This design comes from an exercise in tuning for small area on the open sky130 flow, not from production work.
Only simulation tests tie the RTL to the original design; equivalence was not proved.
Power and IR drop assume default switching activity.

File: flow/constraint.sdc
create_clock -name core_clock -period 6.0 [get_ports {clk}]
set_input_delay 1.2000 -clock core_clock [delete_from_list [all_inputs] [get_ports {clk}]]
set_output_delay 1.2000 -clock core_clock [all_outputs]
set_load 0.01 [all_outputs]
File: flow/run.sh
#!/bin/bash
# synth_recipe.tcl (not shown) runs the flow's synth.tcl, then flattens the netlist and writes it again
# the make line also repeats each setting of config.mk as NAME=value (left out here)
make -C /OpenROAD-flow-scripts/flow DESIGN_CONFIG=/design/flow/config.mk WORK_HOME=/design/flow/orfs CLKGATE_MAP_FILE= SYNTH_SCRIPT=/design/flow/synth_recipe.tcl finish
File: flow/design.v
`default_nettype none
module regfile_ctx #(
  parameter int DATA_W   = 32,
  parameter int NREGS    = 16,
  parameter int NPRED    = 4,
  parameter int CTX_REGS = 8
) (
  input  logic                     clk,
  input  logic                     rst,
  input  logic [$clog2(NREGS)-1:0] rin0,
  output logic [DATA_W-1:0]        rout0,
  input  logic [$clog2(NREGS)-1:0] rin1,
  output logic [DATA_W-1:0]        rout1,
  input  logic                     wen0,
  input  logic [$clog2(NREGS)-1:0] win0,
  input  logic [DATA_W-1:0]        wdata0,
  input  logic [$clog2(NPRED)-1:0] rpred,
  output logic                     predout,
  input  logic                     wpreden,
  input  logic [$clog2(NPRED)-1:0] wpred,
  input  logic                     write_pred_value,
  input  logic                     ctx_load_start,
  input  logic                     ctx_load_valid,
  input  logic [DATA_W-1:0]        ctx_load_data,
  output logic                     ctx_load_ready,
  input  logic                     ctx_save_start,
  output logic                     ctx_save_valid,
  output logic [DATA_W-1:0]        ctx_save_data,
  input  logic                     ctx_save_ready,
  output logic                     busy,
  output logic                     ctx_done
);
  localparam int c_aw = $clog2(NREGS);
  localparam int c_iw = (CTX_REGS > 1) ? $clog2(CTX_REGS) : 1;
  localparam logic [c_iw-1:0] c_last = c_iw'(CTX_REGS - 1);
  typedef enum logic [1:0] {
    S_IDLE = 2'd0,
    S_LOAD = 2'd1,
    S_SAVE = 2'd2
  } state_t;
  state_t              r_state, w_state_next;
  logic [c_iw-1:0]     r_idx, w_idx_next;
  logic                r_done, w_done_next;
  logic [NREGS-1:0][DATA_W-1:0] r_regs, w_regs_next;
  logic [NPRED-1:0]    r_preds, w_preds_next;
  logic [DATA_W-1:0]   r_rout0, r_rout1;
  logic                r_predout;
  logic                w_idle, w_beat, w_last;
  assign w_idle = (r_state == S_IDLE);
  assign w_beat = ((r_state == S_LOAD) && ctx_load_valid) ||
                  ((r_state == S_SAVE) && ctx_save_ready);
  assign w_last = w_beat && (r_idx == c_last);
  always_comb begin
    w_state_next = r_state;
    w_idx_next   = r_idx;
    w_done_next  = 1'b0;
    case (r_state)
      S_IDLE: begin
        if (ctx_save_start) begin
          w_state_next = S_SAVE;
          w_idx_next   = '0;
        end else if (ctx_load_start) begin
          w_state_next = S_LOAD;
          w_idx_next   = '0;
        end
      end
      S_LOAD, S_SAVE: begin
        if (w_last) begin
          w_state_next = S_IDLE;
          w_idx_next   = '0;
          w_done_next  = 1'b1;
        end else if (w_beat) begin
          w_idx_next   = r_idx + c_iw'(1);
        end
      end
      default: begin
        w_state_next = S_IDLE;
        w_idx_next   = '0;
      end
    endcase
  end
  always_comb begin
    w_regs_next  = r_regs;
    w_preds_next = r_preds;
    if ((r_state == S_LOAD) && ctx_load_valid) begin
      w_regs_next[c_aw'(r_idx)] = ctx_load_data;
    end else if (w_idle && wen0) begin
      w_regs_next[win0] = wdata0;
    end
    if ((r_state == S_LOAD) && w_last) begin
      w_preds_next = '1;
    end else if (w_idle && wpreden) begin
      w_preds_next[wpred] = write_pred_value;
    end
  end
  always_ff @(posedge clk) begin
    if (rst) begin
      r_regs    <= '0;
      r_preds   <= '1;
      r_rout0   <= '0;
      r_rout1   <= '0;
      r_predout <= 1'b0;
      r_state   <= S_IDLE;
      r_idx     <= '0;
      r_done    <= 1'b0;
    end else begin
      r_regs    <= w_regs_next;
      r_preds   <= w_preds_next;
      r_rout0   <= w_regs_next[rin0];
      r_rout1   <= w_regs_next[rin1];
      r_predout <= w_preds_next[rpred];
      r_state   <= w_state_next;
      r_idx     <= w_idx_next;
      r_done    <= w_done_next;
    end
  end
  assign rout0          = r_rout0;
  assign rout1          = r_rout1;
  assign predout        = r_predout;
  assign busy           = !w_idle;
  assign ctx_load_ready = (r_state == S_LOAD);
  assign ctx_save_valid = (r_state == S_SAVE);
  assign ctx_save_data  = (r_state == S_SAVE) ? r_regs[c_aw'(r_idx)] : '0;
  assign ctx_done       = r_done;
endmodule
`default_nettype wire
File: flow/config.mk
export PLATFORM = sky130hd
export DESIGN_NAME = regfile_ctx
export DESIGN_NICKNAME = regfile_ctx
export VERILOG_FILES = /design/flow/design.v
export SDC_FILE = /design/flow/constraint.sdc
export NUM_CORES = 4
export LEC_CHECK = 0
export CAP_MARGIN = 20
export CORE_MARGIN = 2
export CORE_UTILIZATION = 30
export SLEW_MARGIN = 20
==> results of run 1 <==
-- final timing paths --
path / startpoint / endpoint / cells past startpoint
worst max-delay path: r_idx[0]$_SDFFE_PP0P_ / r_rout0[27]$_SDFF_PP0_ / 15
worst min-delay path: r_regs[416]$_SDFF_PP0_ / r_regs[416]$_SDFF_PP0_ / 2
worst max register to register: r_idx[0]$_SDFFE_PP0P_ / r_rout0[27]$_SDFF_PP0_ / 15
worst min register to register: r_regs[416]$_SDFF_PP0_ / r_regs[416]$_SDFF_PP0_ / 2
-- flip-flops by register name, indices dropped and copies added (netlist names) --
register	cells
r_state	2
r_done	1
r_rout1	32
r_predout	1
r_rout0	32
r_preds	4
r_regs	512
r_idx	3
-- routing by layer --
metal	GRT usage (%)	vias up	routed length, um	share of wire (%)
li1	-	15569	-	-
met1	40.9	18424	73800	39
met2	44.0	3245	77100	41
met3	10.8	625	27200	14
met4	16.0	18	11700	6.1
met5	0	-	116	0.061
-- power breakdown --
| group | leakage [nW] | total [mW] | internal [mW] | switching [mW] |
|---|---|---|---|---|
| clock network | 1.18 | 4.65 | 2.74 | 1.91 |
| registers | 4.75 | 4.33 | 4.14 | 0.194 |
| logic | 9.34 | 3.97 | 1.31 | 2.66 |
| total | 15.3 | 12.9 | 8.18 | 4.77 |
-- tightest hold or removal path, delay by kind of cell (launching register included) --
family          cells  cell delay [ns]
simple gates        1             0.05
flops               1             0.31
compound gates      1             0.05
-- final cells by class --
| cell class | instances | area (sq um) |
|---|---|---|
| flip-flops and latches | 587 | 11800 |
| diodes | 6 | 15.0 |
| inverters | 21 | 83.8 |
| clock buffers | 107 | 2120 |
| clock inverters | 18 | 277 |
| multi-input cells | 3038 | 21000 |
| well taps | 1512 | 1890 |
| fillers | 11824 | 73400 |
| repair buffers | 420 | 3710 |
-- cells in the mapped netlist, types with 54 or more instances --
master,count,share of area [%]
o22ai_1,76,1.4
o211ai_1,56,1.2
mux4_2,104,6.8
o21ai_0,144,2.1
mux2i_1,140,4.1
nand3_1,80,1.2
dfxtp_1,587,34
nor2_1,502,5.5
clkbuf_1,301,3.3
a22oi_1,126,2.7
and3_1,117,2.1
buf_1,54,0.59
a221o_1,110,3.2
a22o_1,60,1.5
nor2b_1,176,3.2
nand2_1,358,3.9
a21oi_1,246,3.6
buf_2,67,0.97
a221oi_1,100,2.5
-- cell usage in the layout (no fill, tap or decap), types with 24 or more instances in the layout --
master	count
a221o_1	110
o22ai_1	76
nor2b_1	175
a211o_1	24
a221oi_1	100
a32oi_1	40
a222oi_1	41
a22o_1	60
a31oi_1	35
clkdlybuf4s50_1	182
mux4_2	104
a32o_1	33
buf_4	225
a22oi_1	126
mux2i_1	140
a21oi_1	245
o221ai_1	24
a21boi_0	35
mux2_2	40
nand3_1	80
nand2_1	355
dfxtp_1	585
o21ai_0	144
nor3_1	44
and3_1	117
o211ai_1	56
nor2_1	496
a211oi_1	30
nand2b_1	34
clkbuf_16	75
-- cell families after synthesis --
logic type / after synthesis / synth area share [%]
flip-flops: 587 / 34.1
buffers and inverters: 459 / 5.43
AO/OA/AOI/OAI: 1302 / 27.9
XOR/XNOR: 2 / 0.0508
adder cells (fa/ha/maj): 15 / 0.544
AND/OR/NAND/NOR: 1434 / 19.8
multiplexers: 285 / 12.2
==> reports/metrics.csv, run 1 <==
stage;metric;value;unit
sta;slew_headroom;17.9;%
global_routing;grt_pass1_vias;34416;
sta;fin_skew;0.0407;ns
route;wl_per_cell;33.3;um
layout;fin_area;40800;sq um
route;postRouteAntennaNets;0;
pwr;p_total;12.9;mW
sta;tns;0;ns
synthesis;synthFlopType;dfxtp_1;
placed_design;dp.cells;5578;
sta;max_freq;200;MHz
layout;nets;4245;
sta;rsz0062_at_grt;no;
global_routing;grt_overflow;0;
worst_setup_path;cp_slowest_stage_delay;0.70;ns
worst_setup_path;crit_chain;inv_1, ha_1, ha_1, clkinv_1, buf_4, ha_1, and3b_1, buf_4, nand3_1, a32o_1, o21ai_0, a22oi_1, a21oi_1, o211ai_1, buf_4;
die;num_io_pins;190;
clocking;cts_tree;yes;
worst_setup_path;path_delay_family;compound AO/OA/AOI/OAI gates;
route;drc;0;
route;drtIter0Drc;6304;
sta;final_max_slew_viol_count;0;
clocking;cts.htree.levels;3;
synthesis;synth_cell_types;103;
worst_setup_path;crit_arrival;5.55;ns
worst_setup_path;slowest_stage;a21oi_1;
placed_design;dp_hpwl;134000;um
synthesis;ys_async_sr_fraction;0;%
synthesis;netlist_area;34500;sq um
route;vias;37881;
pwr;powerDensity;317;nW/um^2
clocking;clkLatencyLatePin;0.67;ns
synthesis;seq_area_frac_synth;34.1;%
layout;fin_cells;5709;
layout;syn2layout_area_growth;18.3;%
sta;finalSetupViolCount;0;
clocking;cts_max_path_buffers;3;
synthesis;netlist_instances;4084;
clocking;cts.clk_slew.worst_paths;0.06;ns
sta;whs;0.466;ns
sta;setup_ws;1.01;ns
route;vias_per_cell;6.64;
placed_design;gp_congestion;1.04;
placed_design;dpl_cell_area;38400;sq um
synthesis;syn_nets;4188;
worst_setup_path;r2r_setup_slack;1.01;ns
sta;post-route-min-period;4.99;ns
worst_setup_path;path_max_fanout;12;
die;dieHeight;343;um
pwr;irDropWorstVdd;240;uV
sta;worstMarginPinSlew;1.22;ns
clocking;postCtsSetupRepairBufs;0;
worst_setup_path;critPathKind;reg -> reg;
global_routing;grt_max_degree;130;
synthesis;avgSynthCellArea;8.45;sq um
die;rows;124;
hold_path;hold_path_class;reg -> reg;
global_routing;antenna_found_initial;15;
die;core_area;114000;sq um
worst_setup_path;start_kind;flip-flop;
sta;hold_violations;0;
die;die_area;118000;sq um
worst_setup_path;end_kind;flip-flop;
worst_setup_path;cp.required;6.55;ns
clocking;cts_root_buf;clkbuf_16;
global_routing;grt_first_pass_wirelength;265000;um
route;drtPass1Iterations;10;
route;routed_wl;190000;um
synthesis;synth_edf_count;0;
global_routing;grt_usage;30.9;%
worst_setup_path;path_buf_inv;5;
clocking;clock_sinks;587;
pwr;p_leak;15.3;nW
placed_design;dp_slack;0.538;ns
synthesis;ys_ff_latch;587;
synthesis;yosys_warnings;1;
placed_design;io_buffers;189;
layout;utilization;35.7;%
clocking;cts_resized;0;
sta;min_period_over_period;83.2;%
clocking;ctsHoldBuffers;0;
layout;drive_gt1_share;13.2;%
flow_run;drv_cap;0;
die;initial_utilization;30.2;%
die;die_w;343;um
outcome;status;timing/DRC/antenna clean;
clocking;cts_buffers;73;
==> run 2, diff against run 1 <==
==> flow/design.v (replaced) <==
`default_nettype none
module regfile_ctx #(
  parameter int DATA_W   = 32,
  parameter int NREGS    = 16,
  parameter int NPRED    = 4,
  parameter int CTX_REGS = 8
) (
  input  logic                     clk,
  input  logic                     rst,
  input  logic [$clog2(NREGS)-1:0] rin0,
  output logic [DATA_W-1:0]        rout0,
  input  logic [$clog2(NREGS)-1:0] rin1,
  output logic [DATA_W-1:0]        rout1,
  input  logic                     wen0,
  input  logic [$clog2(NREGS)-1:0] win0,
  input  logic [DATA_W-1:0]        wdata0,
  input  logic [$clog2(NPRED)-1:0] rpred,
  output logic                     predout,
  input  logic                     wpreden,
  input  logic [$clog2(NPRED)-1:0] wpred,
  input  logic                     write_pred_value,
  input  logic                     ctx_load_start,
  input  logic                     ctx_load_valid,
  input  logic [DATA_W-1:0]        ctx_load_data,
  output logic                     ctx_load_ready,
  input  logic                     ctx_save_start,
  output logic                     ctx_save_valid,
  output logic [DATA_W-1:0]        ctx_save_data,
  input  logic                     ctx_save_ready,
  output logic                     busy,
  output logic                     ctx_done
);
  localparam int c_aw = $clog2(NREGS);
  localparam int c_pw = $clog2(NPRED);
  localparam int c_iw = (CTX_REGS > 1) ? $clog2(CTX_REGS) : 1;
  localparam logic [c_iw-1:0] c_last = c_iw'(CTX_REGS - 1);
  logic                 r_load, r_save;       
  logic [c_iw-1:0]      r_idx;
  logic                 r_done;
  logic                 r_rstd;               
  logic [NREGS-1:0][DATA_W-1:0] r_regs;
  logic [NPRED-1:0]     r_preds;
  logic [c_aw-1:0]      r_rin0, r_rin1;
  logic [c_pw-1:0]      r_rpred;
  logic                 w_idle, w_lbeat, w_beat, w_last;
  logic                 w_wr;                 
  logic [c_aw-1:0]      w_waddr;
  logic [DATA_W-1:0]    w_wbus;
  assign w_idle  = !(r_load || r_save);
  assign w_lbeat = r_load && ctx_load_valid;
  assign w_beat  = w_lbeat || (r_save && ctx_save_ready);
  assign w_last  = w_beat && (r_idx == c_last);
  assign w_wr    = w_idle && wen0;
  assign w_waddr = r_load ? c_aw'(r_idx) : win0;
  assign w_wbus  = rst ? '0 : (r_load ? ctx_load_data : wdata0);
  for (genvar i = 0; i < NREGS; i++) begin : g_reg
    always_ff @(posedge clk) begin
      if (rst || ((w_lbeat || w_wr) && (w_waddr == c_aw'(i))))
        r_regs[i] <= w_wbus;
    end
  end
  always_ff @(posedge clk) begin
    if (rst) begin
      r_preds <= '1;
    end else if (r_load && w_last) begin
      r_preds <= '1;
    end else if (w_idle && wpreden) begin
      r_preds[wpred] <= write_pred_value;
    end
  end
  always_ff @(posedge clk) begin
    r_rin0  <= rin0;
    r_rin1  <= rin1;
    r_rpred <= rpred;
    r_rstd  <= rst;
  end
  always_ff @(posedge clk) begin
    if (rst) begin
      r_load <= 1'b0;
      r_save <= 1'b0;
      r_idx  <= '0;
      r_done <= 1'b0;
    end else begin
      r_done <= w_last;
      if (w_idle) begin
        r_save <= ctx_save_start;
        r_load <= ctx_load_start && !ctx_save_start;
      end else if (w_last) begin
        r_save <= 1'b0;
        r_load <= 1'b0;
      end
      if (w_beat) r_idx <= r_idx + c_iw'(1);
    end
  end
  always_comb begin
    rout0 = '0;
    rout1 = '0;
    ctx_save_data = '0;
    for (int i = 0; i < NREGS; i++) begin
      rout0 = rout0 | (r_regs[i] & {DATA_W{r_rin0 == c_aw'(i)}});
      rout1 = rout1 | (r_regs[i] & {DATA_W{r_rin1 == c_aw'(i)}});
    end
    for (int i = 0; i < CTX_REGS; i++) begin
      ctx_save_data = ctx_save_data | (r_regs[i] & {DATA_W{r_idx == c_iw'(i)}});
    end
  end
  assign predout        = r_preds[r_rpred] && !r_rstd;
  assign busy           = !w_idle;
  assign ctx_load_ready = r_load;
  assign ctx_save_valid = r_save;
  assign ctx_done       = r_done;
endmodule
`default_nettype wire
--- a/flow/config.mk
+++ b/flow/config.mk
@@ -7,5 +7,5 @@
 export LEC_CHECK = 0
 export CAP_MARGIN = 20
 export CORE_MARGIN = 2
-export CORE_UTILIZATION = 30
+export CORE_UTILIZATION = 60
 export SLEW_MARGIN = 20
==> run 2 against run 1 <==
Compared with the run above:
- clock skew decreased by 0.026 ns
- global-route usage is 14 points higher
- utilization is 36 points higher
- hold slack better by 0.035 ns
- critical endpoint is now rout0[13]
- count of clock-buffer cells in the layout fell by 35
- combinational power down 59%
- maximum frequency is 6.7% lower
- first-iteration DRC count is 1.3% lower
==> reports/metrics.csv, run 2 <==
stage;metric;value;unit;change
outcome;status;timing/DRC/antenna clean;;unchanged
synthesis;synth_cell_types;43;;was 103
sta;final_max_slew_viol_count;0;;unchanged
layout;largest_reg_flops;512;;unchanged
sta;post-route-min-period;5.36;ns;was 4.99 ns
die;dieHeight;211;um;was 343 um
synthesis;yosys.area_share.simple;6.83;%;was 19.8%
clocking;clkLatencyLatePin;0.62;ns;was 0.67 ns
layout;fill_cells;2898;;was 11824
die;core_area;42200;sq um;was 114000 sq um
synthesis;synth_edf_count;512;;was 0
clocking;cts_root_buf;clkbuf_16;;unchanged
route;wl_per_cell;38.2;um;was 33.3 um
worst_setup_path;r2r_end;r_regs[252]$_DFFE_PP_;;was r_rout0[27]$_SDFF_PP0_
pwr;irDropWorstVdd;264;uV;was 240 uV
route;vias;22364;;was 37881
synthesis;synth_xor_area_share;0.0339;%;was 0.0508%
sta;max_freq;187;MHz;was 200 MHz
worst_setup_path;worst_r2r_path_depth;5;;was 15
die;die_w;211;um;was 343 um
placed_design;dp_hpwl;56300;um;was 134000 um
clocking;cts.htree.levels;2;;was 3
clocking;ctsHoldBuffers;0;;unchanged
layout;diodes;0;;was 6
layout;syn2layout_area_growth;16.8;%;was 18.3%
layout;drive_gt1_share;9.61;%;was 13.2%
synthesis;yosys.area.top_type;edfxtp_1;;was dfxtp_1
flow_run;drv_cap;0;;unchanged
clocking;cts_max_path_buffers;3;;unchanged
global_routing;antenna_found_initial;1;;was 15
synthesis;synth_commonest_cells;edfxtp_1, a22oi_1, clkbuf_1;;was dfxtp_1, nor2_1, nand2_1
synthesis;ys_async_sr_fraction;0;%;unchanged
placed_design;io_buffers;189;;unchanged
worst_setup_path;worstSetupStartpoint;r_rin0[3]$_DFF_P_;;was r_idx[0]$_SDFFE_PP0P_
synthesis;yosys_warnings;1;;unchanged
worst_setup_path;end_kind;primary output;;was flip-flop
worst_setup_path;path_max_fanout;40;;was 12
synthesis;syn_nets;2070;;was 4188
worst_setup_path;critPathKind;reg -> out;;was reg -> reg
pwr;powerDensity;316;nW/um^2;was 317 nW/um^2
worst_setup_path;crit_arrival;4.16;ns;was 5.55 ns
synthesis;synth-compound-area-share;25.1;%;was 27.9%
clocking;cts_buffers;55;;was 73
sta;min_period_over_period;89.3;%;was 83.2%
sta;hold_violations;0;;unchanged
hold_path;hold_path_class;reg -> reg;;unchanged
layout;mostFrequentLayoutCell;edfxtp_1;;was dfxtp_1
layout;nets;2162;;was 4245
synthesis;synthFlopType;edfxtp_1;;was dfxtp_1
clocking;cts.clk_slew.worst_paths;0.06;ns;about the same
synthesis;ys_ff_latch;533;;was 587
global_routing;grtUsageMet2;64.8;%;was 44.0%
global_routing;grt_max_degree;65;;was 130
die;rows;75;;was 124
synthesis;seq_area_frac_synth;61.2;%;was 34.1%
route;drtPass1Iterations;13;;was 10
global_routing;grt_usage;44.4;%;was 30.9%
global_routing;grt_first_pass_wirelength;143000;um;was 265000 um
global_routing;busiest_layer;met2;;unchanged
clocking;cts_tree;yes;;unchanged
pwr;p_leak;10.4;nW;was 15.3 nW
sta;finalSetupViolCount;0;;unchanged
synthesis;synth_area_leaders;edfxtp_1, a22oi_1, a222oi_1;;was dfxtp_1, mux4_2, nor2_1
sta;rsz0062_at_grt;no;;unchanged
clocking;cts_resized;0;;unchanged
worst_setup_path;start_kind;flip-flop;;unchanged
global_routing;grt_use_met1;58.0;%;was 40.9%
synthesis;netlist_instances;1971;;was 4084
worst_setup_path;r2r_setup_slack;2.73;ns;was 1.01 ns
clocking;postCtsSetupRepairBufs;0;;unchanged
route;routed_wl;101000;um;was 190000 um
route;vias_per_cell;8.46;;was 6.64
layout;largest-register;r_regs;;unchanged
synthesis;netlist_area;25800;sq um;was 34500 sq um
worst_setup_path;critPathCapture;rout0[13];;was r_rout0[27]$_SDFF_PP0_
global_routing;grt_pass1_vias;21575;;was 34416
sta;worstMarginPinSlew;1.28;ns;was 1.22 ns
route;drtIter0Drc;6224;;was 6304
placed_design;dp_slack;1.47;ns;was 0.538 ns
sta;slew_headroom;14.5;%;was 17.9%
die;initial_utilization;61.1;%;was 30.2%
synthesis;avgSynthCellArea;13.1;sq um;was 8.45 sq um
placed_design;gp_congestion;0.936;;was 1.04
global_routing;grt_overflow;0;;unchanged
route;drc;0;;unchanged
synthesis;synth_top_family_by_area;compound AO/OA/AOI/OAI gates;;unchanged
die;die_area;44700;sq um;was 118000 sq um
synthesis;synth_top_area_share;59.6;%;was 34.1%
sta;fin_skew;0.0148;ns;was 0.0407 ns
worst_setup_path;cp.required;4.80;ns;was 6.55 ns
synthesis;yosysMostFrequentCell;edfxtp_1;;was dfxtp_1
route;postRouteAntennaNets;0;;unchanged
worst_setup_path;reg2reg_from;r_load$_SDFFE_PP0P_;;was r_idx[0]$_SDFFE_PP0P_
synthesis;yosys-mux-area-fraction;2.57;%;was 12.2%
sta;tns;0;ns;unchanged
layout;layout_common_cells;edfxtp_1, a22oi_1, clkdlybuf4s50_1, o22ai_1, nor2_1;;was dfxtp_1, nor2_1, nand2_1, a21oi_1, buf_4
die;num_io_pins;190;;unchanged
clocking;clock_sinks;533;;was 587
global_routing;gr-usage-met3;15.8;%;was 10.8%
sta;setup_ws;0.644;ns;was 1.01 ns
synthesis;synth-adder-area-share;0.485;%;was 0.544%
## run 2: cell count changes in the layout (fill, tap and decap cells not counted), sizes merged, moves of 157 or more
cell / previous run / this run
nor2b: 176 / 19
a22oi: 128 / 385
a21oi: 247 / 3
dfxtp: 587 / 21
edfxtp: 0 / 512
nand2: 359 / 11
nor2: 507 / 111
buf: 238 / 69
## run 2: logic make-up (layout without fill, tap and decap cells)
logic type	Yosys count	in the layout
mux	65	65
simple gates	296	296
compound gates	834	834
buf+inv	232	364
xor+xnor	1	1
fa+ha+maj	10	10
flops	533	533
## run 2: worst min path at each step
stage,from,slack (ns),end,cells after the start
after floorplan,r_preds[0]$_SDFFE_PP1P_,0.45,r_preds[0]$_SDFFE_PP1P_,2
after global placement,r_preds[2]$_SDFFE_PP1P_,0.48,r_preds[2]$_SDFFE_PP1P_,2
after detailed placement,r_preds[0]$_SDFFE_PP1P_,0.49,r_preds[0]$_SDFFE_PP1P_,2
after CTS,r_preds[0]$_SDFFE_PP1P_,0.50,r_preds[0]$_SDFFE_PP1P_,2
after global routing,r_preds[0]$_SDFFE_PP1P_,0.54,r_preds[0]$_SDFFE_PP1P_,2
final,r_preds[0]$_SDFFE_PP1P_,0.50,r_preds[0]$_SDFFE_PP1P_,2
## run 2: routing by layer
metal / routed length (um) / share of wire, % / vias to the layer above
met5: 16 / 0.016 / -
met4: 6110 / 6.1 / 2
met3: 17700 / 18 / 529
met2: 42900 / 43 / 2556
met1: 34100 / 34 / 10654
li1: - / - / 8623
## run 2: area by class of cell
class	instances	area [sq um]	share of cell area (%)
inverter	10	37.5	0.125
multi-input combinational	1206	9370	31.1
clock buffer	72	1490	4.95
tap	539	674	2.24
sequential	533	15800	52.4
timing repair buffer	257	2610	8.64
clock inverter	25	159	0.527
## run 2: stage by stage
step | utilization (%) | instances | area (sq um) | hold slack, ns | power (mW)
CTS | 71.2 | 2639 | 30100 | 0.501 | 9.39
detailed placement | 67.3 | 2542 | 28400 | 0.489 | 6.24
global route | 71.4 | 2642 | 30100 | 0.539 | 9.68
global placement | 66.8 | 2535 | 28200 | 0.481 | 6.20
floorplan | - | 1971 | 25800 | 0.448 | 5.45
finish | 71.4 | 2642 | 30100 | 0.501 | 9.51
## run 2: critical path, stage by stage, from the launching register on
cell	delay, ns
dfxtp_2	0.92
nor2_4	0.36
buf_4	0.42
a22oi_1	0.39
o22ai_1	0.25
or4_1	0.64
clkdlybuf4s50_1	0.52
## run 2: report_power, final
part | switching [mW] | internal, mW
Combinational | 0.971 | 0.647
Clock | 1.42 | 1.82
Sequential | 0.227 | 4.42
Total | 2.62 | 6.89
==> run 3, diff against run 2 <==
==> flow/flow/run.sh (new file) <==
#!/bin/bash
# Own layout flow: the standard ORFS flow (standard.sh) with two changes:
#  1. synthesis maps logic with an area-oriented ABC script (flow/abc_area_map.script)
#     instead of ORFS's delay-oriented one; everything before ABC, including the
#     flip-flop mapping and register names, is the standard synthesis. The flow
#     checks that its registers match the standard synthesis's (names and cell
#     types) and falls back to the standard synthesis if they do not.
#  2. extra ORFS make variables for the layout steps (flow/layout_vars).
# Each tool's output goes to a log file in this folder (and ORFS's own logs
# under orfs/logs).
set -euo pipefail
W=$PWD
R=orfs/results/$FLOW_PLATFORM/regfile_ctx/base

flops() {
  # "instance type" for every flip-flop of a synthesized netlist, sorted
  python3 - "$1" <<'PY'
import re, sys
txt = open(sys.argv[1]).read()
out = []
for m in re.finditer(r'^\s*(sky130_fd_sc_hd__(\w+?))\s+(\\\S+|\S+)\s*\(', txt, re.M):
    t = m.group(2)
    if re.match(r'(s?e?df|dl)', t):
        out.append(m.group(3) + ' ' + re.sub(r'_\d+$', '', t))
print('\n'.join(sorted(out)))
PY
}

# 1. standard synthesis, for reference
bash standard.sh synth > log_synth_standard.txt 2>&1
flops $R/1_2_yosys.v > flops_standard.txt
mv orfs orfs_standard

# 2. the same synthesis with the area-oriented ABC script
cp -r "$FLOW_HOME/scripts" "$W/scripts_area"
cp "$W/flow/abc_area_map.script" "$W/scripts_area/abc_speed.script"
if bash standard.sh SCRIPTS_DIR="$W/scripts_area" synth > log_synth_area.txt 2>&1 \
   && flops $R/1_2_yosys.v > flops_area.txt \
   && cmp -s flops_standard.txt flops_area.txt; then
  echo "using area-mapped synthesis" > synth_choice.txt
  rm -rf orfs_standard
else
  echo "registers differ or synthesis failed: using the standard synthesis" > synth_choice.txt
  rm -rf orfs
  mv orfs_standard orfs
fi
rm -rf "$W/scripts_area"

# 3. the rest of the standard flow
mapfile -t VARS < <(grep -v '^\s*#' flow/layout_vars | grep -v '^\s*$' || true)
bash standard.sh "${VARS[@]}" finish > log_layout.txt 2>&1
==> flow/flow/abc_area_map.script (new file) <==
&get -n
&st
&dch
&nf -a
&st
&dch
&nf -a
&put
==> flow/flow/layout_vars (new file) <==
BUFFER_PORTS_ARGS=-buffer_cell sky130_fd_sc_hd__buf_1
CTS_ARGS=-sink_clustering_enable -repair_clock_nets -dont_use_dummy_load -buf_list {sky130_fd_sc_hd__clkbuf_8} -sink_clustering_size 20 -sink_clustering_max_diameter 60
==> flow/standard.sh (new file) <==
#!/bin/bash
# synth_recipe.tcl (not shown) runs the flow's synth.tcl, then flattens the netlist and writes it again
# the make line also repeats each setting of config.mk as NAME=value (left out here)
make -C /OpenROAD-flow-scripts/flow DESIGN_CONFIG=/design/flow/config.mk WORK_HOME=/design/flow/orfs CLKGATE_MAP_FILE= SYNTH_SCRIPT=/design/flow/synth_recipe.tcl "${@:-finish}"
removed: flow/run.sh
==> run 3 against run 2 <==
Compared with the run above:
- critical endpoint is now rout1[17]
- total power down 23%
- wire length down 15%
- global-route usage down 2.8 points
- via count down 14%
- critical path type unchanged
- register-to-register slack worse by 0.03 ns
- non-clock buffer count up 12
- die area down 10%
- synthesized cell count down 23%
- utilization down 2.6 points
- combinational power down 38%
- hold slack worse by 0.021 ns
==> reports/metrics.csv, run 3 <==
stage;metric;value;unit;change
synthesis;synth_edf_count;512;;unchanged
placed_design;dp_hpwl;44100;um;was 56300 um
die;die_area;40200;sq um;was 44700 sq um
hold_path;min_from;r_preds[3]$_SDFFE_PP1P_;;was r_preds[0]$_SDFFE_PP1P_
placed_design;io_buffers;189;;unchanged
synthesis;ys_ff_latch;533;;unchanged
die;rows;71;;was 75
die;initial_utilization;61.2;%;was 61.1%
clocking;cts_tree;yes;;unchanged
global_routing;grt_overflow;0;;unchanged
synthesis;avgSynthCellArea;15.2;sq um;was 13.1 sq um
layout;diodes;0;;unchanged
synthesis;synth_commonest_cells;edfxtp_1, a22oi_1, nand4_1;;was edfxtp_1, a22oi_1, clkbuf_1
worst_setup_path;crit_arrival;3.41;ns;was 4.16 ns
worst_setup_path;path_max_fanout;23;;was 40
synthesis;synth_area_leaders;edfxtp_1, a22oi_1, a222oi_1;;unchanged
worst_setup_path;critPathKind;reg -> out;;unchanged
sta;fin_skew;0.0604;ns;was 0.0148 ns
synthesis;netlist_instances;1527;;was 1971
synthesis;ys_async_sr_fraction;0;%;unchanged
layout;nets;1934;;was 2162
sta;final_max_slew_viol_count;0;;unchanged
placed_design;dpl_cell_area;25500;sq um;was 28400 sq um
sta;hold_violations;0;;unchanged
route;routed_wl;85400;um;was 101000 um
synthesis;netlist_area;23200;sq um;was 25800 sq um
route;drc;0;;unchanged
route;vias;19254;;was 22364
clocking;cts_max_path_buffers;3;;unchanged
pwr;p_leak;8.16;nW;was 10.4 nW
synthesis;seq_area_frac_synth;68.2;%;was 61.2%
synthesis;synth_top_area_share;66.3;%;was 59.6%
worst_setup_path;worstSetupStartpoint;r_rin1[2]$_DFF_P_;;was r_rin0[3]$_DFF_P_
sta;tns;0;ns;unchanged
global_routing;grt_first_pass_wirelength;121000;um;was 143000 um
hold_path;holdPathEnd;r_preds[3]$_SDFFE_PP1P_;;was r_preds[0]$_SDFFE_PP1P_
layout;mostFrequentLayoutCell;edfxtp_1;;unchanged
layout;fill_cells;2644;;was 2898
route;wl_per_cell;36.4;um;was 38.2 um
sta;rsz0062_at_grt;no;;unchanged
worst_setup_path;r2r_end;r_regs[460]$_DFFE_PP_;;was r_regs[252]$_DFFE_PP_
pwr;irDropWorstVdd;237;uV;was 264 uV
flow_run;drv_cap;0;;unchanged
die;core_area;37800;sq um;was 42200 sq um
clocking;postCtsSetupRepairBufs;0;;unchanged
clocking;cts_root_buf;clkbuf_8;;was clkbuf_16
synthesis;synthFlopType;edfxtp_1;;unchanged
pwr;p_total;7.34;mW;was 9.51 mW
worst_setup_path;start_kind;flip-flop;;unchanged
layout;drive_gt1_share;9.77;%;was 9.61%
clocking;cts.clk_slew.worst_paths;0.10;ns;was 0.06 ns
synthesis;yosysMostFrequentCell;edfxtp_1;;unchanged
global_routing;antenna_found_initial;0;;was 1
clocking;clock_sinks;533;;unchanged
sta;min_period_over_period;76.8;%;was 89.3%
layout;largest-register;r_regs;;unchanged
worst_setup_path;worst_r2r_path_depth;6;;was 5
worst_setup_path;end_kind;primary output;;unchanged
route;drtIter0Drc;4082;;was 6224
layout;multi_input_area;7730;sq um;was 9370 sq um
global_routing;grt_max_degree;41;;was 65
synthesis;yosys_warnings;1;;unchanged
clocking;cts_buffers;37;;was 55
worst_setup_path;reg2reg_from;r_load$_SDFFE_PP0P_;;unchanged
global_routing;grt_usage;41.6;%;was 44.4%
sta;slew_headroom;19.2;%;was 14.5%
synthesis;yosys.area.top_type;edfxtp_1;;unchanged
layout;largest_reg_flops;512;;unchanged
hold_path;min_path_cells;2;;unchanged
die;die_w;201;um;was 211 um
layout;fin_area;26000;sq um;was 30100 sq um
worst_setup_path;cp.required;4.80;ns;about the same
layout;syn2layout_area_growth;12.2;%;was 16.8%
outcome;status;timing/DRC/antenna clean;;unchanged
synthesis;synth_cell_types;34;;was 43
clocking;cts_resized;0;;unchanged
route;postRouteAntennaNets;0;;unchanged
layout;layout_common_cells;edfxtp_1, a22oi_1, buf_1, buf_4, nand4_1;;was edfxtp_1, a22oi_1, clkdlybuf4s50_1, o22ai_1, nor2_1
route;drtPass1Iterations;10;;was 13
clocking;cts.htree.levels;2;;unchanged
clocking;clkLatencyLatePin;0.66;ns;was 0.62 ns
hold_path;hold_path_class;reg -> reg;;unchanged
sta;finalSetupViolCount;0;;unchanged
sta;max_freq;217;MHz;was 187 MHz
die;num_io_pins;190;;unchanged
global_routing;grt_pass1_vias;18353;;was 21575
worst_setup_path;r2r_setup_slack;2.70;ns;was 2.73 ns
route;vias_per_cell;8.21;;was 8.46
sta;post-route-min-period;4.61;ns;was 5.36 ns
sta;worstMarginPinSlew;1.21;ns;was 1.28 ns
clocking;ctsHoldBuffers;0;;unchanged
synthesis;syn_nets;1626;;was 2070
placed_design;gp_congestion;0.872;;was 0.936
die;dieHeight;201;um;was 211 um
layout;regArea;15800;sq um;about the same
pwr;powerDensity;282;nW/um^2;was 316 nW/um^2
run 3: stage by stage:
stage	cells	setup WS [ns]	utilization, %	hold WS, ns
3_3_place_gp	2307	2.25	67.3	0.457
4_1_cts	2344	1.46	68.7	0.489
2_1_floorplan	1527	0.852	-	0.432
6_report	2344	1.39	68.7	0.480
5_1_grt	2344	1.34	68.7	0.531
3_5_place_dp	2307	2.14	67.4	0.465
run 3: worst max-delay path by stage:
stage                     cells past startpoint  slack (ns)                    end
after floorplan                               3        0.85  r_regs[100]$_DFFE_PP_
after global placement                        6        2.25               rout0[5]
after detailed placement                      6        2.14               rout0[5]
after CTS                                     6        1.46               rout1[5]
after global routing                          6        1.34              rout0[14]
final                                         6        1.39              rout1[17]
run 3: cells by family after synthesis:
| logic type | count (synthesis) | synth area share (%) |
|---|---|---|
| AO/OA/AOI/OAI | 633 | 21.8 |
| flip-flops | 533 | 68.2 |
| AND/OR/NAND/NOR | 340 | 9.12 |
| adder cells (fa/ha/maj) | 10 | 0.540 |
| buffers and inverters | 7 | 0.113 |
| multiplexers | 4 | 0.227 |
run 3: layout make-up:
class	count	area share, %
sequential	533	60.7
multi-input combinational	987	29.7
timing repair buffer	269	5.04
tap	511	2.46
clock buffer	37	1.96
inverter	7	0.101
run 3: report_power, final:
group          leakage [nW]  internal [mW]  switching, mW
Sequential             5.39           4.44          0.212
Clock                 0.266          0.558           1.12
Combinational          2.50          0.301          0.712
run 3: metal layers:
layer | up-vias | wire length (um) | GRT usage [%]
met4 | 0 | 4900 | 20.8
li1 | 7554 | - | -
met2 | 1971 | 38100 | 63.8
met5 | - | 0 | 0
met3 | 429 | 13600 | 11.5
met1 | 9300 | 28800 | 55.2
run 3: critical path: stages (launching register included):
cell,delay [ns]
dfxtp_1,0.76
nand2_1,0.28
nor2_4,0.82
buf_4,0.37
a22oi_1,0.12
nand4_1,0.22
buf_1,0.18
==> run 4, diff against run 3 <==
==> flow/flow/layout_vars (replaced) <==
BUFFER_PORTS_ARGS=-buffer_cell sky130_fd_sc_hd__buf_1
CTS_ARGS=-sink_clustering_enable -repair_clock_nets -dont_use_dummy_load -buf_list {sky130_fd_sc_hd__clkbuf_8} -sink_clustering_size 16 -sink_clustering_max_diameter 50
==> run 4 against run 3 <==
Compared with the run above:
- largest power group unchanged
- sequential power about the same
- hold slack lost 0.0017 ns
- worst setup slack got worse by 0.044 ns
- critical endpoint is now rout0[14]
- highest routed layer unchanged
- non-clock buffer count stayed put
==> reports/metrics.csv, run 4 <==
stage;metric;value;unit;change
route;drtPass1Iterations;13;;was 10
route;drtIter0Drc;3902;;was 4082
die;die_area;40200;sq um;unchanged
sta;slew_headroom;19.8;%;was 19.2%
route;drc;0;;unchanged
synthesis;netlist_area;23200;sq um;unchanged
synthesis;ys_async_sr_fraction;0;%;unchanged
hold_path;hold_path_class;reg -> reg;;unchanged
synthesis;seq_area_frac_synth;68.2;%;unchanged
placed_design;dp_hpwl;44100;um;unchanged
worst_setup_path;cp.required;4.80;ns;about the same
synthesis;syn_nets;1626;;unchanged
global_routing;grt_usage;41.8;%;was 41.6%
die;rows;71;;unchanged
layout;drive_gt1_share;10.4;%;was 9.77%
sta;max_freq;215;MHz;was 217 MHz
sta;rsz0062_at_grt;no;;unchanged
clocking;cts.clk_slew.worst_paths;0.07;ns;was 0.10 ns
synthesis;yosysMostFrequentCell;edfxtp_1;;unchanged
route;wl_per_cell;36.4;um;about the same
flow_run;drv_cap;0;;unchanged
clocking;clkLatencyLatePin;0.65;ns;was 0.66 ns
sta;tns;0;ns;unchanged
layout;layout_common_cells;edfxtp_1, a22oi_1, buf_1, buf_4, nand4_1;;unchanged
synthesis;synth_area_leaders;edfxtp_1, a22oi_1, a222oi_1;;unchanged
synthesis;netlist_instances;1527;;unchanged
synthesis;yosys_warnings;1;;unchanged
layout;fill_cells;2636;;was 2644
synthesis;synth_edf_count;512;;unchanged
pwr;p_leak;8.25;nW;was 8.16 nW
sta;finalSetupViolCount;0;;unchanged
global_routing;grt_overflow;0;;unchanged
pwr;irDropWorstVdd;227;uV;was 237 uV
sta;final_max_slew_viol_count;0;;unchanged
layout;largest-register;r_regs;;unchanged
layout;syn2layout_area_growth;13.0;%;was 12.2%
synthesis;ys_ff_latch;533;;unchanged
sta;worstMarginPinSlew;1.20;ns;was 1.21 ns
placed_design;io_buffers;189;;unchanged
synthesis;synthFlopType;edfxtp_1;;unchanged
synthesis;avgSynthCellArea;15.2;sq um;unchanged
global_routing;grt_pass1_vias;18540;;was 18353
worst_setup_path;crit_chain;nand2_1, nor2_4, buf_4, a22oi_1, nand4_1, buf_1;;unchanged
worst_setup_path;critPathKind;reg -> out;;unchanged
sta;hold_violations;0;;unchanged
clocking;cts_max_path_buffers;3;;unchanged
synthesis;yosys.area.top_type;edfxtp_1;;unchanged
layout;largest_reg_flops;512;;unchanged
route;postRouteAntennaNets;0;;unchanged
global_routing;antenna_found_initial;0;;unchanged
hold_path;min_path_cells;2;;unchanged
die;dieHeight;201;um;unchanged
worst_setup_path;worst_r2r_path_depth;6;;unchanged
layout;mostFrequentLayoutCell;edfxtp_1;;unchanged
worst_setup_path;start_kind;flip-flop;;unchanged
clocking;ctsHoldBuffers;0;;unchanged
clocking;cts_resized;0;;unchanged
die;core_area;37800;sq um;unchanged
global_routing;grt_max_degree;41;;unchanged
die;num_io_pins;190;;unchanged
layout;utilization;69.2;%;was 68.7%
route;vias;19208;;was 19254
clocking;clock_sinks;533;;unchanged
route;vias_per_cell;8.15;;was 8.21
die;initial_utilization;61.2;%;unchanged
clocking;postCtsSetupRepairBufs;0;;unchanged
worst_setup_path;crit_arrival;3.45;ns;was 3.41 ns
layout;nets;1946;;was 1934
clocking;cts_buffers;49;;was 37
synthesis;synth_cell_types;34;;unchanged
global_routing;grt_first_pass_wirelength;122000;um;was 121000 um
worst_setup_path;end_kind;primary output;;unchanged
synthesis;synth_top_area_share;66.3;%;unchanged
placed_design;gp_congestion;0.872;;unchanged
route;routed_wl;85900;um;was 85400 um
worst_setup_path;slowest_stage;dfxtp_1;;was nor2_4
clocking;cts_tree;yes;;unchanged
outcome;status;timing/DRC/antenna clean;;unchanged
clocking;cts.htree.levels;2;;unchanged
sta;min_period_over_period;77.6;%;was 76.8%
die;die_w;201;um;unchanged
clocking;cts_root_buf;clkbuf_8;;unchanged
sta;post-route-min-period;4.65;ns;was 4.61 ns
sta;fin_skew;0.0328;ns;was 0.0604 ns
worst_setup_path;r2r_setup_slack;2.65;ns;was 2.70 ns
synthesis;synth_commonest_cells;edfxtp_1, a22oi_1, nand4_1;;unchanged
worst_setup_path;path_max_fanout;17;;was 23
pwr;powerDensity;289;nW/um^2;was 282 nW/um^2
worst_setup_path;cp_slowest_stage_delay;0.77;ns;was 0.82 ns
[run 4: report_power, final]
part / internal (mW) / switching (mW)
Clock: 0.726 / 1.17
Combinational: 0.301 / 0.715
Sequential: 4.44 / 0.212
[run 4: path summary, 6_finish.rpt]
check | start | to
worst max register to register | r_load$_SDFFE_PP0P_ | r_regs[468]$_DFFE_PP_
worst max-delay path | r_rin0[3]$_DFF_P_ | rout0[14]
worst min-delay path | r_preds[3]$_SDFFE_PP1P_ | r_preds[3]$_SDFFE_PP1P_
worst min register to register | r_preds[3]$_SDFFE_PP1P_ | r_preds[3]$_SDFFE_PP1P_
[run 4: worst max-delay path, delay by kind of cell, from the launching register on]
kind                   cells  cell delay [ns]
buffers and inverters      2             0.63
and+or+nand+nor            3             1.29
AOI/OAI and AO/OA          1             0.12
DFF                        1             0.77
[run 4: routing by layer]
metal	vias up	GRT usage, %	wire length [um]
li1	7584	-	-
met1	9174	54.7	28500
met2	2027	63.4	38200
met3	423	12.4	14300
met4	0	22.6	4940
met5	-	0	0
[run 4: per-stage QoR]
step                      hold slack (ns)  instance area (sq um)  power, mW  setup slack (ns)  instances
after global routing                0.528                  26200       7.74              1.32       2356
after floorplan                     0.432                  23200       5.17             0.852       1527
after global placement              0.457                  25500       5.66              2.25       2307
after CTS                           0.486                  26200       7.49              1.44       2356
final                               0.478                  26200       7.56              1.35       2357
after detailed placement            0.465                  25500       5.70              2.14       2307
[run 4: logic make-up after synthesis]
family,count (synthesis),share of synthesized area [%]
AND/OR/NAND/NOR,340,9.12
AO/OA/AOI/OAI,633,21.8
multiplexers,4,0.227
flip-flops,533,68.2
adder cells (fa/ha/maj),10,0.540
buffers and inverters,7,0.113
[run 4: final cells by class]
| cell class | instances | area (sq um) | area share [%] |
|---|---|---|---|
| Antenna cell | 1 | 2.50 | 0.00956 |
| Clock buffer | 49 | 674 | 2.58 |
| Inverter | 7 | 26.3 | 0.100 |
| Multi-Input combinational cell | 987 | 7730 | 29.5 |
| Sequential cell | 533 | 15800 | 60.3 |
| Tap cell | 511 | 639 | 2.44 |
| Timing Repair Buffer | 269 | 1310 | 5.01 |
==> run 5, diff against run 4 <==
--- a/flow/design.v
+++ b/flow/design.v
@@ -37,11 +37,10 @@
   logic                 r_load, r_save;       
   logic [c_iw-1:0]      r_idx;
   logic                 r_done;
-  logic                 r_rstd;               
+  logic                 r_predout;
   logic [NREGS-1:0][DATA_W-1:0] r_regs;
-  logic [NPRED-1:0]     r_preds;
+  logic [NPRED-1:0]     r_preds, w_preds_next;
   logic [c_aw-1:0]      r_rin0, r_rin1;
-  logic [c_pw-1:0]      r_rpred;
   logic                 w_idle, w_lbeat, w_beat, w_last;
   logic                 w_wr;                 
   logic [c_aw-1:0]      w_waddr;
@@ -59,20 +58,26 @@
         r_regs[i] <= w_wbus;
     end
   end
+  always_comb begin
+    w_preds_next = r_preds;
+    if (r_load && w_last) begin
+      w_preds_next = '1;
+    end else if (w_idle && wpreden) begin
+      w_preds_next[wpred] = write_pred_value;
+    end
+  end
   always_ff @(posedge clk) begin
     if (rst) begin
-      r_preds <= '1;
-    end else if (r_load && w_last) begin
-      r_preds <= '1;
-    end else if (w_idle && wpreden) begin
-      r_preds[wpred] <= write_pred_value;
+      r_preds   <= '1;
+      r_predout <= 1'b0;
+    end else begin
+      r_preds   <= w_preds_next;
+      r_predout <= w_preds_next[rpred];
     end
   end
   always_ff @(posedge clk) begin
     r_rin0  <= rin0;
     r_rin1  <= rin1;
-    r_rpred <= rpred;
-    r_rstd  <= rst;
   end
   always_ff @(posedge clk) begin
     if (rst) begin
@@ -104,7 +109,7 @@
       ctx_save_data = ctx_save_data | (r_regs[i] & {DATA_W{r_idx == c_iw'(i)}});
     end
   end
-  assign predout        = r_preds[r_rpred] && !r_rstd;
+  assign predout        = r_predout;
   assign busy           = !w_idle;
   assign ctx_load_ready = r_load;
   assign ctx_save_valid = r_save;
==> flow/flow/abc_area_map.script (replaced) <==
&get -n
&st
&dch
&nf -a -p -F 8 -A 6 -C 32
&put
==> run 5 against run 4 <==
Compared with the run above:
- clock power barely moved
- sequential power fell by 0.9%
- non-clock buffer count fell by 25
- cell count fell by 3.9%
- total power fell by 1.6%
- sequential share of layout area rose by 1.6 points
- first-iteration DRC count rose by 32%
- clock skew rose by 0.0083 ns
- count of clock-buffer cells in the layout did not move
- die area fell by 2.1%
- register-to-register slack barely moved
- critical path depth did not move
==> reports/metrics.csv, run 5 <==
stage;metric;value;unit;change
outcome;status;timing/DRC/antenna clean;;unchanged
clocking;clock_sinks;531;;was 533
placed_design;dpl_cell_area;24700;sq um;was 25500 sq um
synthesis;yosys_warnings;1;;unchanged
flow_run;drv_cap;0;;unchanged
synthesis;netlist_area;22700;sq um;was 23200 sq um
synthesis;ys_ff_latch;531;;was 533
die;core_area;37500;sq um;was 37800 sq um
pwr;combPwrFrac;12.7;%;was 13.4%
synthesis;netlist_instances;1458;;was 1527
route;vias;18767;;was 19208
clocking;cts.htree.levels;2;;unchanged
placed_design;io_buffers;189;;unchanged
global_routing;grt_usage;43.1;%;was 41.8%
sta;min_period_over_period;81.2;%;was 77.6%
layout;largest_reg_flops;512;;unchanged
route;vias_per_cell;8.29;;was 8.15
pwr;clkPwrFrac;25.3;%;was 25.0%
die;initial_utilization;60.5;%;was 61.2%
sta;max_freq;205;MHz;was 215 MHz
worst_setup_path;critPathKind;reg -> out;;unchanged
route;routed_wl;85100;um;was 85900 um
clocking;cts_tree;yes;;unchanged
placed_design;gp_congestion;0.872;;about the same
global_routing;grt_overflow;0;;unchanged
sta;worstMarginPinSlew;1.24;ns;was 1.20 ns
die;die_w;198;um;was 201 um
route;drc;0;;unchanged
sta;finalSetupViolCount;0;;unchanged
clocking;ctsHoldBuffers;0;;unchanged
clocking;clkLatencyLatePin;0.67;ns;was 0.65 ns
pwr;p_sw;2.04;mW;was 2.09 mW
worst_setup_path;path_max_fanout;13;;was 17
synthesis;yosys.area.top_type;edfxtp_1;;unchanged
global_routing;grt_pass1_vias;17671;;was 18540
sta;final_max_slew_viol_count;0;;unchanged
layout;fin_area;25400;sq um;was 26200 sq um
layout;nets;1852;;was 1946
pwr;powerDensity;292;nW/um^2;was 289 nW/um^2
worst_setup_path;start_kind;flip-flop;;unchanged
synthesis;synth_cell_types;37;;was 34
route;wl_per_cell;37.6;um;was 36.4 um
die;dieHeight;198;um;was 201 um
sta;tns;0;ns;unchanged
worst_setup_path;crit_arrival;3.67;ns;was 3.45 ns
clocking;cts_resized;0;;unchanged
global_routing;antenna_found_initial;2;;was 0
clocking;cts_max_path_buffers;3;;unchanged
global_routing;grt_max_degree;44;;was 41
synthesis;ys_async_sr_fraction;0;%;unchanged
synthesis;syn_nets;1557;;was 1626
synthesis;synthFlopType;edfxtp_1;;unchanged
sta;hold_violations;0;;unchanged
worst_setup_path;end_kind;primary output;;unchanged
route;drtPass1Iterations;14;;was 13
placed_design;dp_hpwl;44300;um;was 44100 um
worst_setup_path;path_delay_family;simple AND/OR/NAND/NOR gates;;unchanged
synthesis;synth_area_leaders;edfxtp_1, a222oi_1, a22oi_1;;was edfxtp_1, a22oi_1, a222oi_1
worst_setup_path;slowest_stage;nor3_2;;was dfxtp_1
worst_setup_path;crit_chain;nand2_1, nor3_2, buf_4, a222oi_1, nand4_1, buf_1;;was nand2_1, nor2_4, buf_4, a22oi_1, nand4_1, buf_1
sta;slew_headroom;17.0;%;was 19.8%
die;die_area;39400;sq um;was 40200 sq um
pwr;swShare;27.4;%;was 27.7%
synthesis;avgSynthCellArea;15.6;sq um;was 15.2 sq um
sta;fin_skew;0.0410;ns;was 0.0328 ns
synthesis;yosysMostFrequentCell;edfxtp_1;;unchanged
route;drtIter0Drc;5153;;was 3902
pwr;irDropWorstVdd;207;uV;was 227 uV
layout;fill_cells;2679;;was 2636
sta;post-route-min-period;4.87;ns;was 4.65 ns
synthesis;seq_area_frac_synth;69.5;%;was 68.2%
die;num_io_pins;190;;unchanged
layout;drive_gt1_share;9.14;%;was 10.4%
clocking;cts.clk_slew.worst_paths;0.07;ns;about the same
synthesis;synth_commonest_cells;edfxtp_1, a222oi_1, nand2_1;;was edfxtp_1, a22oi_1, nand4_1
layout;syn2layout_area_growth;12.2;%;was 13.0%
worst_setup_path;cp_slowest_stage_delay;0.99;ns;was 0.77 ns
sta;rsz0062_at_grt;no;;unchanged
layout;mostFrequentLayoutCell;edfxtp_1;;unchanged
route;postRouteAntennaNets;0;;unchanged
clocking;cts_buffers;49;;unchanged
worst_setup_path;cp.required;4.80;ns;about the same
pwr;p_int;5.40;mW;was 5.47 mW
worst_setup_path;path_buf_inv;2;;unchanged
layout;layout_common_cells;edfxtp_1, a222oi_1, buf_1, nand2_1, a22oi_1;;was edfxtp_1, a22oi_1, buf_1, buf_4, nand4_1
clocking;cts_root_buf;clkbuf_8;;unchanged
synthesis;synth_top_area_share;67.8;%;was 66.3%
synthesis;synth_edf_count;512;;unchanged
pwr;seqPwrFrac;62.0;%;was 61.5%
layout;largest-register;r_regs;;unchanged
pwr;p_leak;8.15;nW;was 8.25 nW
hold_path;hold_path_class;reg -> reg;;unchanged
global_routing;grt_first_pass_wirelength;119000;um;was 122000 um
die;rows;71;;unchanged
clocking;postCtsSetupRepairBufs;0;;unchanged
## run 5: path summary, 6_finish.rpt
path | from | end | slack, ns | cells after the start
worst max register to register | r_load$_SDFFE_PP0P_ | r_regs[216]$_DFFE_PP_ | 2.66 | 5
worst min register to register | r_save$_SDFFE_PP0P_ | r_save$_SDFFE_PP0P_ | 0.61 | 2
worst min-delay path | r_save$_SDFFE_PP0P_ | r_save$_SDFFE_PP0P_ | 0.61 | 2
worst max-delay path | r_rin0[3]$_DFF_P_ | rout0[0] | 1.13 | 6
## run 5: power groups by stage
stage | Combinational, mW | Sequential, mW | Clock [mW]
finish | 0.947 | 4.61 | 1.88
global route | 0.980 | 4.64 | 2.01
CTS | 0.910 | 4.60 | 1.87
detailed placement | 0.907 | 4.68 | 0
global placement | 0.898 | 4.67 | 0
floorplan | 0.483 | 4.62 | 0
## run 5: final cells by class
cell class                 count  area [sq um]  area share, %
antenna                        3          7.51         0.0295
sequential                   531         15800           61.9
inverter                      11          41.3          0.162
timing repair buffer         244          1150           4.51
multi-input combinational    916          7170           28.2
tap                          511           639           2.51
clock buffer                  49           674           2.65
## run 5: metrics by stage
stage / cells / util (%) / power, mW / setup slack (ns) / hold slack, ns
global placement: 2212 / 66.0 / 5.56 / 1.92 / 0.576
floorplan: 1458 / - / 5.10 / 0.878 / 0.548
global route: 2262 / 67.8 / 7.62 / 1.05 / 0.655
CTS: 2261 / 67.8 / 7.38 / 1.21 / 0.614
finish: 2265 / 67.9 / 7.44 / 1.13 / 0.609
detailed placement: 2212 / 66.0 / 5.59 / 1.89 / 0.598
## run 5: kinds of logic after synthesis
group           Yosys count  synth area share [%]
compound gates          470                  18.9
simple gates            399                  9.21
mux                      36                  1.64
fa+ha+maj                10                 0.552
xor+xnor                  1                0.0386
flops                   531                  69.5
buf+inv                  11                 0.182
## run 5: tightest hold or removal path, delay by kind of cell (launching register included)
family	cells	cell delay [ns]
flops	1	0.41
compound gates	1	0.09
simple gates	1	0.08
## run 5: per-layer routing
metal	wire [um]	track usage (%)	part of all wire, %
met1	28300	58.0	33
met2	37000	63.6	43
met3	14900	13.2	18
met4	4830	23.2	5.7
met5	13	0	0.015
==> run 6, diff against run 5 <==
--- a/flow/design.v
+++ b/flow/design.v
@@ -97,17 +97,42 @@
       if (w_beat) r_idx <= r_idx + c_iw'(1);
     end
   end
+  localparam int c_ng = (NREGS + 2) / 3;
+  localparam int c_ns = (CTX_REGS + 2) / 3;
+  logic [NREGS-1:0]    w_sel0, w_sel1;
+  logic [CTX_REGS-1:0] w_sels;
+  logic [c_ng-1:0][DATA_W-1:0] w_g0, w_g1;
+  logic [c_ns-1:0][DATA_W-1:0] w_gs;
   always_comb begin
+    for (int i = 0; i < NREGS; i++) begin
+      w_sel0[i] = (r_rin0 == c_aw'(i));
+      w_sel1[i] = (r_rin1 == c_aw'(i));
+    end
+    for (int i = 0; i < CTX_REGS; i++) w_sels[i] = (r_idx == c_iw'(i));
+    for (int k = 0; k < c_ng; k++) begin
+      w_g0[k] = '0;
+      w_g1[k] = '0;
+      for (int j = 0; j < 3; j++) begin
+        if (3*k+j < NREGS) begin
+          w_g0[k] = w_g0[k] | (r_regs[3*k+j] & {DATA_W{w_sel0[3*k+j]}});
+          w_g1[k] = w_g1[k] | (r_regs[3*k+j] & {DATA_W{w_sel1[3*k+j]}});
+        end
+      end
+    end
+    for (int k = 0; k < c_ns; k++) begin
+      w_gs[k] = '0;
+      for (int j = 0; j < 3; j++)
+        if (3*k+j < CTX_REGS)
+          w_gs[k] = w_gs[k] | (r_regs[3*k+j] & {DATA_W{w_sels[3*k+j]}});
+    end
     rout0 = '0;
     rout1 = '0;
     ctx_save_data = '0;
-    for (int i = 0; i < NREGS; i++) begin
-      rout0 = rout0 | (r_regs[i] & {DATA_W{r_rin0 == c_aw'(i)}});
-      rout1 = rout1 | (r_regs[i] & {DATA_W{r_rin1 == c_aw'(i)}});
+    for (int k = 0; k < c_ng; k++) begin
+      rout0 = rout0 | w_g0[k];
+      rout1 = rout1 | w_g1[k];
     end
-    for (int i = 0; i < CTX_REGS; i++) begin
-      ctx_save_data = ctx_save_data | (r_regs[i] & {DATA_W{r_idx == c_iw'(i)}});
-    end
+    for (int k = 0; k < c_ns; k++) ctx_save_data = ctx_save_data | w_gs[k];
   end
   assign predout        = r_predout;
   assign busy           = !w_idle;
==> flow/flow/abc_area_map.script (replaced) <==
&get -n
&st
&nf -a -p -F 8 -A 6 -C 32
&put
==> run 6 against run 5 <==
Compared with the run above:
- non-clock buffer count grew 2
- total power down 1.8%
- design area down 1.7%
- sequential share of layout area grew 1.1 points
- count of clock-buffer cells in the layout fell by 2
- sequential power is essentially flat
- first-iteration DRC count increased by 6.4%
- sequential cell count stayed put
- highest routed layer is now met4
==> reports/metrics.csv, run 6 <==
stage;metric;value;unit;change
synthesis;synth_area_leaders;edfxtp_1, a222oi_1, and3_1;;was edfxtp_1, a222oi_1, a22oi_1
die;die_w;197;um;was 198 um
route;drc;0;;unchanged
hold_path;holdPathEnd;r_idx[0]$_SDFFE_PP0P_;;was r_save$_SDFFE_PP0P_
placed_design;dp_hpwl;44100;um;was 44300 um
hold_path;hold_path_class;reg -> reg;;unchanged
synthesis;yosysMostFrequentCell;edfxtp_1;;unchanged
global_routing;grt_first_pass_wirelength;114000;um;was 119000 um
synthesis;netlist_area;22400;sq um;was 22700 sq um
clocking;cts_resized;0;;unchanged
die;rows;70;;was 71
synthesis;synthFlopType;edfxtp_1;;unchanged
pwr;p_leak;7.96;nW;was 8.15 nW
pwr;powerDensity;292;nW/um^2;about the same
sta;fin_skew;0.0391;ns;was 0.0410 ns
die;dieHeight;197;um;was 198 um
die;core_area;36700;sq um;was 37500 sq um
sta;whs;0.537;ns;was 0.609 ns
route;drtPass1Iterations;13;;was 14
die;initial_utilization;61.0;%;was 60.5%
layout;layout_common_cells;edfxtp_1, a222oi_1, buf_1, nand2_1;;was edfxtp_1, a222oi_1, buf_1, nand2_1, a22oi_1
clocking;cts_buffers;47;;was 49
sta;worstMarginPinSlew;1.24;ns;about the same
synthesis;yosys_warnings;1;;unchanged
layout;nets;1774;;was 1852
placed_design;dpl_cell_area;24400;sq um;was 24700 sq um
route;drtIter0Drc;5482;;was 5153
layout;mostFrequentLayoutCell;edfxtp_1;;unchanged
global_routing;grt_overflow;0;;unchanged
pwr;p_total;7.30;mW;was 7.44 mW
worst_setup_path;worstSetupStartpoint;r_rin0[1]$_DFF_P_;;was r_rin0[3]$_DFF_P_
clocking;ctsHoldBuffers;0;;unchanged
synthesis;yosys.area.top_type;edfxtp_1;;unchanged
worst_setup_path;end_kind;primary output;;unchanged
layout;multi_input_area;6820;sq um;was 7170 sq um
clocking;clkLatencyLatePin;0.67;ns;about the same
sta;rsz0062_at_grt;no;;unchanged
placed_design;gp_congestion;0.857;;was 0.872
synthesis;syn_nets;1479;;was 1557
global_routing;grt_max_degree;47;;was 44
worst_setup_path;start_kind;flip-flop;;unchanged
global_routing;grt_usage;41.1;%;was 43.1%
global_routing;antenna_found_initial;0;;was 2
worst_setup_path;crit_arrival;3.37;ns;was 3.67 ns
sta;post-route-min-period;4.57;ns;was 4.87 ns
layout;regArea;15800;sq um;unchanged
synthesis;ys_async_sr_fraction;0;%;unchanged
synthesis;synth_commonest_cells;edfxtp_1, a222oi_1, nand2_1;;unchanged
synthesis;avgSynthCellArea;16.2;sq um;was 15.6 sq um
layout;drive_gt1_share;9.51;%;was 9.14%
sta;tns;0;ns;unchanged
placed_design;io_buffers;189;;unchanged
clocking;cts.htree.levels;2;;unchanged
worst_setup_path;cp.required;4.80;ns;about the same
route;postRouteAntennaNets;0;;unchanged
synthesis;synth_edf_count;512;;unchanged
sta;hold_violations;0;;unchanged
sta;min_period_over_period;76.2;%;was 81.2%
clocking;clock_sinks;531;;unchanged
route;routed_wl;81200;um;was 85100 um
global_routing;grt_pass1_vias;17693;;was 17671
worst_setup_path;critPathKind;reg -> out;;unchanged
die;num_io_pins;190;;unchanged
sta;slew_headroom;17.4;%;was 17.0%
clocking;cts.clk_slew.worst_paths;0.09;ns;was 0.07 ns
worst_setup_path;worst_r2r_path_depth;4;;was 5
layout;syn2layout_area_growth;11.7;%;was 12.2%
clocking;cts_tree;yes;;unchanged
synthesis;synth_top_area_share;68.6;%;was 67.8%
layout;fin_cells;2140;;was 2265
worst_setup_path;reg2reg_from;r_load$_SDFFE_PP0P_;;unchanged
worst_setup_path;path_max_fanout;19;;was 13
pwr;irDropWorstVdd;205;uV;was 207 uV
hold_path;min_from;r_idx[0]$_SDFFE_PP0P_;;was r_save$_SDFFE_PP0P_
synthesis;seq_area_frac_synth;70.3;%;was 69.5%
layout;diodes;0;;was 3
synthesis;synth_cell_types;29;;was 37
worst_setup_path;r2r_end;r_regs[93]$_DFFE_PP_;;was r_regs[216]$_DFFE_PP_
flow_run;drv_cap;0;;unchanged
sta;max_freq;219;MHz;was 205 MHz
layout;fill_cells;2541;;was 2679
worst_setup_path;r2r_setup_slack;2.77;ns;was 2.66 ns
sta;finalSetupViolCount;0;;unchanged
hold_path;min_path_cells;2;;unchanged
layout;largest-register;r_regs;;unchanged
synthesis;ys_ff_latch;531;;unchanged
clocking;cts_root_buf;clkbuf_8;;unchanged
route;vias;18116;;was 18767
clocking;cts_max_path_buffers;3;;unchanged
route;vias_per_cell;8.47;;was 8.29
outcome;status;timing/DRC/antenna clean;;unchanged
clocking;postCtsSetupRepairBufs;0;;unchanged
layout;largest_reg_flops;512;;unchanged
die;die_area;38900;sq um;was 39400 sq um
layout;fin_area;25000;sq um;was 25400 sq um
route;wl_per_cell;38.0;um;was 37.6 um
synthesis;netlist_instances;1379;;was 1458
placed_design;dp.cells;2093;;was 2212
sta;final_max_slew_viol_count;0;;unchanged
## run 6: changes by cell type in the layout (fill, tap and decap cells not counted), moves of 8 or more
cell / delta
nand4_1: -8
a222oi_1: +115
nand3_1: -26
a31o_2: +10
a22oi_1: -68
nand2_1: -56
a21o_2: -9
a22o_1: -20
and4_1: -32
and3_1: +62
a221oi_1: -51
## run 6: cell families after synthesis
| family | share of synthesized area, % |
|---|---|
| buffers and inverters | 0.184 |
| AOI/OAI and AO/OA | 19.4 |
| adders and majority gates | 0.614 |
| muxes | 1.77 |
| and+or+nand+nor | 7.71 |
| DFF | 70.3 |
## run 6: power by group
| part | total, mW | internal (mW) | switching, mW | leakage (nW) |
|---|---|---|---|---|
| sequential | 4.60 | 4.41 | 0.195 | 5.38 |
| combinational | 0.868 | 0.258 | 0.610 | 2.24 |
| clock | 1.83 | 0.698 | 1.14 | 0.338 |
| total | 7.30 | 5.36 | 1.94 | 7.96 |
## run 6: how the worst max path moves through the flow
stage,endpoint,slack (ns),depth (start not counted)
floorplan,rout0[0],1.47,4
global placement,rout0[3],2.29,6
detailed placement,rout0[9],2.19,6
CTS,rout0[9],1.49,6
global route,rout0[11],1.42,6
finish,rout0[22],1.43,6
## run 6: cell type report
cell class,instances,share of cell area [%]
flip-flops and latches,531,63.0
multi-input cells,837,27.3
repair buffers,246,4.63
clock buffers,47,2.59
well taps,468,2.34
inverters,11,0.165
## run 6: critical path: stages (launching register included)
cell and delay, ns:
dfxtp_1 0.58, nand2b_1 0.34, nor2_4 0.53, buf_4 0.51, a222oi_1 0.21, nand4_1 0.33
buf_1 0.20
## run 6: stage by stage
stage	util (%)	setup slack [ns]
4_1_cts	68.1	1.49
5_1_grt	68.1	1.42
2_1_floorplan	-	1.47
6_report	68.1	1.43
3_5_place_dp	66.4	2.19
3_3_place_gp	66.3	2.29
## run 6: per-layer routing
metal  up-vias  wire, um  GRT usage (%)
met2      1946     36100           62.1
met1      8677     26700           54.8
li1       7206         -              -
met4         0      3590           19.2
met5         -         0              0
met3       287     14800           13.2

## afterwards: timing with drivers on the ports
The results above use ideal ports. As a check the final layouts listed here were re-extracted and re-timed, cells and wires unchanged. Step 1: set_driving_cell puts a clkbuf_16 on clk and a buf_2 on each other input, an assumption about the parent block. Step 2, shift: input delay + t, output delay - t, t = (earliest + latest rising clock arrival at the registers) / 2. This alone moves slack from input paths to output paths. Slacks: no drivers / after step 1 / after step 2; pairs: no drivers / after step 1.
run	shift t [ns]	slack for setup (ns)	worst setup path at the end	clock arrival spread, ns	worst slew at a driven data input, ns
run 1	0.730	1.006 / 0.965 / 0.376	input to register	0.049 / 0.049	0.13
run 2	0.662	0.644 / 0.588 / 1.250	register to output	0.022 / 0.022	0.04
run 3	0.681	1.389 / 1.338 / 2.019	register to output	0.061 / 0.060	0.04
run 4	0.706	1.345 / 1.291 / 1.997	register to output	0.060 / 0.060	0.04
run 5	0.701	1.128 / 1.074 / 1.774	register to output	0.052 / 0.053	0.05
run 6	0.694	1.426 / 1.376 / 2.070	register to output	0.058 / 0.058	0.04
After both steps every run listed still meets setup and hold. For run 1, which loses most, drivers alone change the setup slack by -0.041 ns; drivers and shift together by -0.630 ns.
